Background: an optimization exercise with open tools, aiming at small area and a short achievable clock period. Do not read the settings as production practice.
Function was checked by simulation only, so behaviour that the tests miss may differ from the original.
Power and IR drop assume default switching activity.

==> flow/design.v <==
`default_nettype none
module position_ledger #(
    parameter int SYMBOL_WIDTH = 32,
    parameter int VOLUME_WIDTH = 32,
    parameter int POS_WIDTH    = 48,
    parameter int NUM_SLOTS    = 16,
    parameter int SLOT_W       = $clog2(NUM_SLOTS)
) (
    input  wire logic                    clk,
    input  wire logic                    rst_n,
    input  wire logic                    upd_valid,
    input  wire logic [SYMBOL_WIDTH-1:0] upd_symbol,
    input  wire logic [VOLUME_WIDTH-1:0] upd_quantity,
    input  wire logic                    upd_side,
    input  wire logic [POS_WIDTH-2:0]    pos_limit,
    input  wire logic                    clear,
    input  wire logic                    qry_valid,
    input  wire logic [SYMBOL_WIDTH-1:0] qry_symbol,
    output logic                         qry_resp_valid,
    output logic                         qry_found,
    output logic [POS_WIDTH-1:0]         qry_position,
    output logic                         rpt_valid,
    output logic [SYMBOL_WIDTH-1:0]      rpt_symbol,
    output logic [POS_WIDTH-1:0]         rpt_position,
    output logic [SLOT_W-1:0]            rpt_slot,
    output logic                         rpt_breach,
    output logic                         table_full,
    output logic [SLOT_W:0]              used_slots,
    output logic [31:0]                  drop_count,
    output logic [31:0]                  breach_count
);
    localparam int EXT_W = ((POS_WIDTH > VOLUME_WIDTH) ? POS_WIDTH : VOLUME_WIDTH) + 2;
    localparam logic signed [EXT_W-1:0] C_POS_MAX =
        {{(EXT_W-POS_WIDTH+1){1'b0}}, {(POS_WIDTH-1){1'b1}}};
    localparam logic signed [EXT_W-1:0] C_NEG_MAX = -C_POS_MAX;
    logic [NUM_SLOTS-1:0]    valid_q;
    logic [SYMBOL_WIDTH-1:0] sym_q [NUM_SLOTS];
    logic [POS_WIDTH-1:0]    pos_q [NUM_SLOTS];
    logic                    s1_valid_q;
    logic [SYMBOL_WIDTH-1:0] s1_symbol_q;
    logic [VOLUME_WIDTH-1:0] s1_qty_q;
    logic                    s1_side_q;
    logic                    rpt_valid_q, rpt_breach_q;
    logic [SYMBOL_WIDTH-1:0] rpt_symbol_q;
    logic [POS_WIDTH-1:0]    rpt_position_q;
    logic [SLOT_W-1:0]       rpt_slot_q;
    logic                    qry_resp_valid_q, qry_found_q;
    logic [POS_WIDTH-1:0]    qry_position_q;
    logic [SLOT_W:0]         used_q, used_d;
    logic                    table_full_q;
    logic [31:0]             drop_q, breach_cnt_q;
    logic                    hit, free_ok, write_en, drop, alloc, reclaim, breach;
    logic [SLOT_W-1:0]       hit_idx, free_idx, wr_idx;
    logic [POS_WIDTH-1:0]    base, new_pos, abs_pos;
    logic signed [EXT_W-1:0] base_ext, qty_ext, sum;
    logic                    q_found;
    logic [POS_WIDTH-1:0]    q_pos;
    always_comb begin
        hit      = 1'b0;
        hit_idx  = '0;
        free_ok  = 1'b0;
        free_idx = '0;
        q_found  = 1'b0;
        q_pos    = '0;
        for (int i = NUM_SLOTS - 1; i >= 0; i--) begin
            if (valid_q[i] && (sym_q[i] == s1_symbol_q)) begin
                hit     = 1'b1;
                hit_idx = SLOT_W'(i);
            end
            if (!valid_q[i]) begin
                free_ok  = 1'b1;
                free_idx = SLOT_W'(i);
            end
            if (valid_q[i] && (sym_q[i] == qry_symbol)) begin
                q_found = 1'b1;
                q_pos   = pos_q[i];
            end
        end
    end
    always_comb begin
        base     = hit ? pos_q[hit_idx] : '0;
        base_ext = {{(EXT_W-POS_WIDTH){base[POS_WIDTH-1]}}, base};
        qty_ext  = {{(EXT_W-VOLUME_WIDTH){1'b0}}, s1_qty_q};
        sum      = s1_side_q ? (base_ext - qty_ext) : (base_ext + qty_ext);
        if (sum > C_POS_MAX) begin
            new_pos = C_POS_MAX[POS_WIDTH-1:0];
        end else if (sum < C_NEG_MAX) begin
            new_pos = C_NEG_MAX[POS_WIDTH-1:0];
        end else begin
            new_pos = sum[POS_WIDTH-1:0];
        end
        abs_pos  = new_pos[POS_WIDTH-1] ? (~new_pos + 1'b1) : new_pos;
        breach   = abs_pos > {1'b0, pos_limit};
        write_en = s1_valid_q && (hit || free_ok) && !clear;
        drop     = s1_valid_q && !hit && !free_ok && !clear;
        wr_idx   = hit ? hit_idx : free_idx;
        alloc    = write_en && !hit;
        reclaim  = 1'b0;
        used_d   = used_q + {{SLOT_W{1'b0}}, alloc} - {{SLOT_W{1'b0}}, reclaim};
    end
    always_ff @(posedge clk or negedge rst_n) begin
        if (!rst_n) begin
            valid_q <= '0;
            for (int i = 0; i < NUM_SLOTS; i++) begin
                sym_q[i] <= '0;
                pos_q[i] <= '0;
            end
        end else if (clear) begin
            valid_q <= '0;
            for (int i = 0; i < NUM_SLOTS; i++) begin
                pos_q[i] <= '0;
            end
        end else if (write_en) begin
            valid_q[wr_idx] <= !reclaim;
            sym_q[wr_idx]   <= s1_symbol_q;
            pos_q[wr_idx]   <= new_pos;
        end
    end
    always_ff @(posedge clk or negedge rst_n) begin
        if (!rst_n) begin
            s1_valid_q  <= 1'b0;
            s1_symbol_q <= '0;
            s1_qty_q    <= '0;
            s1_side_q   <= 1'b0;
        end else begin
            s1_valid_q <= upd_valid && !clear;
            if (upd_valid) begin
                s1_symbol_q <= upd_symbol;
                s1_qty_q    <= upd_quantity;
                s1_side_q   <= upd_side;
            end
        end
    end
    always_ff @(posedge clk or negedge rst_n) begin
        if (!rst_n) begin
            rpt_valid_q      <= 1'b0;
            rpt_symbol_q     <= '0;
            rpt_position_q   <= '0;
            rpt_slot_q       <= '0;
            rpt_breach_q     <= 1'b0;
            qry_resp_valid_q <= 1'b0;
            qry_found_q      <= 1'b0;
            qry_position_q   <= '0;
            used_q           <= '0;
            table_full_q     <= 1'b0;
            drop_q           <= '0;
            breach_cnt_q     <= '0;
        end else if (clear) begin
            rpt_valid_q      <= 1'b0;
            qry_resp_valid_q <= 1'b0;
            used_q           <= '0;
            table_full_q     <= 1'b0;
        end else begin
            rpt_valid_q      <= write_en;
            qry_resp_valid_q <= qry_valid;
            used_q           <= used_d;
            table_full_q     <= (used_d == (SLOT_W+1)'(NUM_SLOTS));
            if (write_en) begin
                rpt_symbol_q   <= s1_symbol_q;
                rpt_position_q <= new_pos;
                rpt_slot_q     <= wr_idx;
                rpt_breach_q   <= breach;
            end
            if (qry_valid) begin
                qry_found_q    <= q_found;
                qry_position_q <= q_pos;
            end
            if (drop && (drop_q != 32'hFFFF_FFFF)) begin
                drop_q <= drop_q + 32'd1;
            end
            if (write_en && breach && (breach_cnt_q != 32'hFFFF_FFFF)) begin
                breach_cnt_q <= breach_cnt_q + 32'd1;
            end
        end
    end
    assign rpt_valid      = rpt_valid_q;
    assign rpt_symbol     = rpt_symbol_q;
    assign rpt_position   = rpt_position_q;
    assign rpt_slot       = rpt_slot_q;
    assign rpt_breach     = rpt_breach_q;
    assign qry_resp_valid = qry_resp_valid_q;
    assign qry_found      = qry_found_q;
    assign qry_position   = qry_position_q;
    assign used_slots     = used_q;
    assign table_full     = table_full_q;
    assign drop_count     = drop_q;
    assign breach_count   = breach_cnt_q;
endmodule
`default_nettype wire
==> flow/run.sh <==
#!/bin/bash
# synth_recipe.tcl (not shown) runs the flow's synth.tcl, then flattens the netlist and writes it again
# the make line also repeats each setting of config.mk as NAME=value (left out here)
make -C /OpenROAD-flow-scripts/flow DESIGN_CONFIG=/design/flow/config.mk WORK_HOME=/design/flow/orfs CLKGATE_MAP_FILE= SYNTH_SCRIPT=/design/flow/synth_recipe.tcl finish
==> flow/config.mk <==
export PLATFORM = sky130hd
export DESIGN_NAME = position_ledger
export DESIGN_NICKNAME = position_ledger
export VERILOG_FILES = /design/flow/design.v
export SDC_FILE = /design/flow/constraint.sdc
export NUM_CORES = 4
export LEC_CHECK = 0
export CAP_MARGIN = 20
export CORE_MARGIN = 2
export CORE_UTILIZATION = 40
export SETUP_SLACK_MARGIN = 0.3
export SLEW_MARGIN = 20
==> flow/constraint.sdc <==
create_clock -name core_clock -period 13.0 [get_ports {clk}]
set_input_delay 2.6000 -clock core_clock [delete_from_list [all_inputs] [get_ports {clk}]]
set_output_delay 2.6000 -clock core_clock [all_outputs]
set_load 0.01 [all_outputs]
==> run summary <==
-- power by group --
part | internal, mW | leakage, nW | switching [mW]
Clock | 3.11 | 3.04 | 2.33
Sequential | 5.06 | 21.3 | 0.255
Combinational | 0.853 | 22.3 | 1.68
-- flip-flops by register name (all words and copies together), names as in the netlist, 4 cells and up --
register and flops:
valid_q 16, s1_qty_q 32, rpt_slot_q 4, sym_q 512, used_q 5, breach_cnt_q 32, rpt_position_q 48, s1_symbol_q 32
pos_q 768, drop_q 32, rpt_symbol_q 32, qry_position_q 48
-- layout by cell type, fill, tap and decap left out, types with 38 or more instances in the layout --
cell type        Yosys  routed
inv_1              166     164
xor2_1             736     736
nor2_1            1004     983
a31oi_1             67      66
clkinv_2             0      38
nand2_1           1099    1092
nand4_1            221     221
clkbuf_1           588      39
nand2b_1            41      41
nor3_1             114     107
nand3_1            130     125
nor4_1             296     282
or4_1               56      47
or3_1               72      70
clkbuf_16            0     184
a211oi_1           594     591
mux2_2             358     358
dfrtp_1           1568    1539
o221ai_1            97      97
a221oi_1           204     202
a21oi_1            511     506
mux2i_1            151     151
xnor2_1            449     446
o2bb2ai_1          161     161
o211a_1             51      43
a22o_1             140     140
o21ai_0            270     263
a21o_1              49      49
ha_1               106     100
buf_4               48     442
clkdlybuf4s50_1      0     351
-- repair_timing --
item | CTS | global route
setup endpoints to repair | 33 | 33
hold buffers | 0 | 0
gates resized for setup | 6 | 91
pin swaps | 3 | 10
setup buffers | 10 | 31
gates cloned | 1 | 1
-- kinds of logic after synthesis --
group | count (synthesis)
adders and majority gates | 109
DFF | 1568
xor gates and xnor gates | 1186
and+or+nand+nor | 3282
muxes | 510
buffers and inverters | 1017
AOI/OAI and AO/OA | 2395
-- layout make-up --
type,instances,area [um2],area share (%)
Tap cell,3043,3810,3.52
Clock inverter,81,978,0.904
Inverter,167,627,0.579
Antenna cell,9,22.5,0.0208
Timing Repair Buffer,846,7780,7.18
Sequential cell,1568,39300,36.3
Multi-Input combinational cell,7483,50500,46.7
Clock buffer,258,5220,4.82
-- per-layer routing --
layer  vias up  global-route usage (%)
li1      36700                       -
met1     44100                    50.4
met2      6301                    53.2
met3      1459                    12.9
met4        12                    20.1
met5         -                       0
-- critical path, delay by kind of cell, from the launching register on --
family                     cells  cell delay (ns)
AOI/OAI and AO/OA             14             3.43
xor gates and xnor gates       3             0.50
adders and majority gates      3             1.09
buffers and inverters         10             2.36
DFF                            1             0.59
and+or+nand+nor               18             4.31
-- through the flow --
stage | setup WS [ns] | instances | total power, mW
3_5_place_dp | -0.428 | 13100 | 7.79
2_1_floorplan | 1.63 | 10100 | 6.59
6_report | 0.622 | 13500 | 13.3
3_3_place_gp | -0.486 | 13100 | 7.79
5_1_grt | 0.119 | 13400 | 13.6
4_1_cts | 0.301 | 13400 | 13.2
-- worst min-delay path by stage --
stage	startpoint	endpoint	slack (ns)	depth (start not counted)
finish	rpt_position_q[39]	rpt_position_q[39]	0.48	2
global route	rpt_symbol_q[24]	rpt_symbol_q[24]	0.50	2
detailed placement	rpt_symbol_q[8]	rpt_symbol_q[8]	0.46	2
CTS	rpt_symbol_q[3]	rpt_symbol_q[3]	0.48	2
floorplan	pos_q[12][45]	pos_q[12][45]	0.47	2
global placement	rpt_symbol_q[3]	rpt_symbol_q[3]	0.46	2
==> impl_metrics.toml <==
[outcome]
status = "no timing/DRC/antenna violations"

[logic_synthesis]
ys_types = 105
netlist_top_cells_area = "dfrtp_1, xor2_1, a211oi_1"
yosysTopAreaCellShare_pct = 42.0
synthArstFlopShare_pct = 100
yosys.area_share.adder_pct = 1.47
synth_edf_count = 0
synth-seq-cells = 1568
synth_compound_area_share_pct = 18.3
avgSynthCellArea_um2 = 9.28
yosys-top-cells-count = "dfrtp_1, nand2_1, nor2_1, xor2_1, a211oi_1"
synth_top_area_cell = "dfrtp_1"
syn_nets = 10300
synth_flop_cell = "dfrtp_1"
yosys_warnings = 3
synth_most_common_cell = "dfrtp_1"
synth-simple-area-share_pct = 16.5
synthMuxAreaShare_pct = 5.95
netlist_instances = 10100
synthesis.area_um2 = 93400
synth-xor-area-share_pct = 11.1
synth_top_family_by_area = "compound AO/OA/AOI/OAI gates"
ys_seq_area_share_pct = 42.0

[route]
met1_length_mm = 183
wl_met3_mm = 60.3
wl_per_cell_um = 34.2
firstDrtPassIters = 8
ant_nets = 0
wl_met2_mm = 188
vias = 88600
top_layer = "met5"
route.detailed.drc = 0
vias_per_cell = 6.58
drtIter0Drc = 13300
finalWirelength_mm = 460

[placement]
hpwl_mm = 302
gp_congestion = 1.04
placed_cell_area_um2 = 101000
io_buffers = 354

[timing]
max_freq_mhz = 80.8
relSlewSlack_pct = 16.9
finalSetupTns_ns = 0
worstMarginPinSlew_ns = 1.24
maxSlewViolCount = 0
period_share_pct = 95.2
whs_ns = 0.475
setup_viol = 0
hold_violations = 0
fin_skew_ns = 0.0559
period_needed_ns = 12.38
rsz0062_at_grt = "false"

[clocking]
clkSinkCount = 1568
clockBufferDepth = 3
htree_levels = 4
cts_buffers = 183
clkTransAtPathRegs_ns = 0.06
clock_latency_ns = 0.90
cts_root_buffer = "clkbuf_16"
cts_tree = "done"

[worst_hold_path]
min-delay-path-class = "reg -> reg"

[global_route]
grt_util_all_layers_pct = 37.6
grt_pass1_vias = 85100
antenna_found_initial = 20
grt-ovfl-total = 0
grt_pass1_wl_mm = 646
grt_max_degree = 195

[worst_setup_path]
timing.rr.end = "breach_cnt_q[22]"
crit_path_frequent_cell = "buf_4"
crit_end = "breach_cnt_q[22]"
critPathRequiredTime_ns = 13.80
cp_slowest_cell = "a221oi_1"
r2r_start = "s1_symbol_q[5]"
reg2regPathDepth = 48
cpPeakStageDelay_ns = 0.60
reg2reg_setup_slack_ns = 0.62
cp.arrival_ns = 13.18
path_class = "reg -> reg"
worst-path-max-fanout = 17
endpoint_kind = "flip-flop"
critPathLaunch = "s1_symbol_q[5]"
crit_path_start_kind = "flip-flop"

[floorplanning]
row_count = 177
dieArea_um2 = 237000
start_util_pct = 40.2
ioPinCount = 355
core_area_um2 = 232000
die_x_um = 487
die_y_um = 487

[cells_and_area]
finish.utilization_pct = 46.6
area_delta_synth_final_pct = 15.9
post-route-cell-area_um2 = 108000
drive_gt1_share_pct = 13.5
num-fill-cells = 22000
nets = 10500

[flow_run]
drv_cap = 0

[power]
power-per-cell-area_nw_per_um2 = 123
vdd_drop_max_uv = 103
p_leak_nw = 46.7

-- what the ideal ports hide --
The results above use ideal ports. As a check the final layout listed here was re-extracted and re-timed, cells and wires unchanged. Step 1 assumes that a clkbuf_16 drives the clock port and a buf_2 every other input. Step 2 times the ports against the registers' clock, not the clock port: input delays grow and output delays shrink by t, the midpoint of the rising clock arrivals with the driver on. a / b / c = ideal ports / drivers / drivers and shift; a / b = the first two.
t (ns): 0.959
slack for setup (ns): 0.622 / 0.622 / 0.622
worst setup path at the end: register to register
latest minus earliest clock arrival (ns): 0.057 / 0.058
slew at the worst register clock pin (ns): 0.07 / 0.07
After both steps setup and hold are still met in this run. For this run, drivers alone change the setup slack by 0.000 ns; drivers and shift together by 0.000 ns.
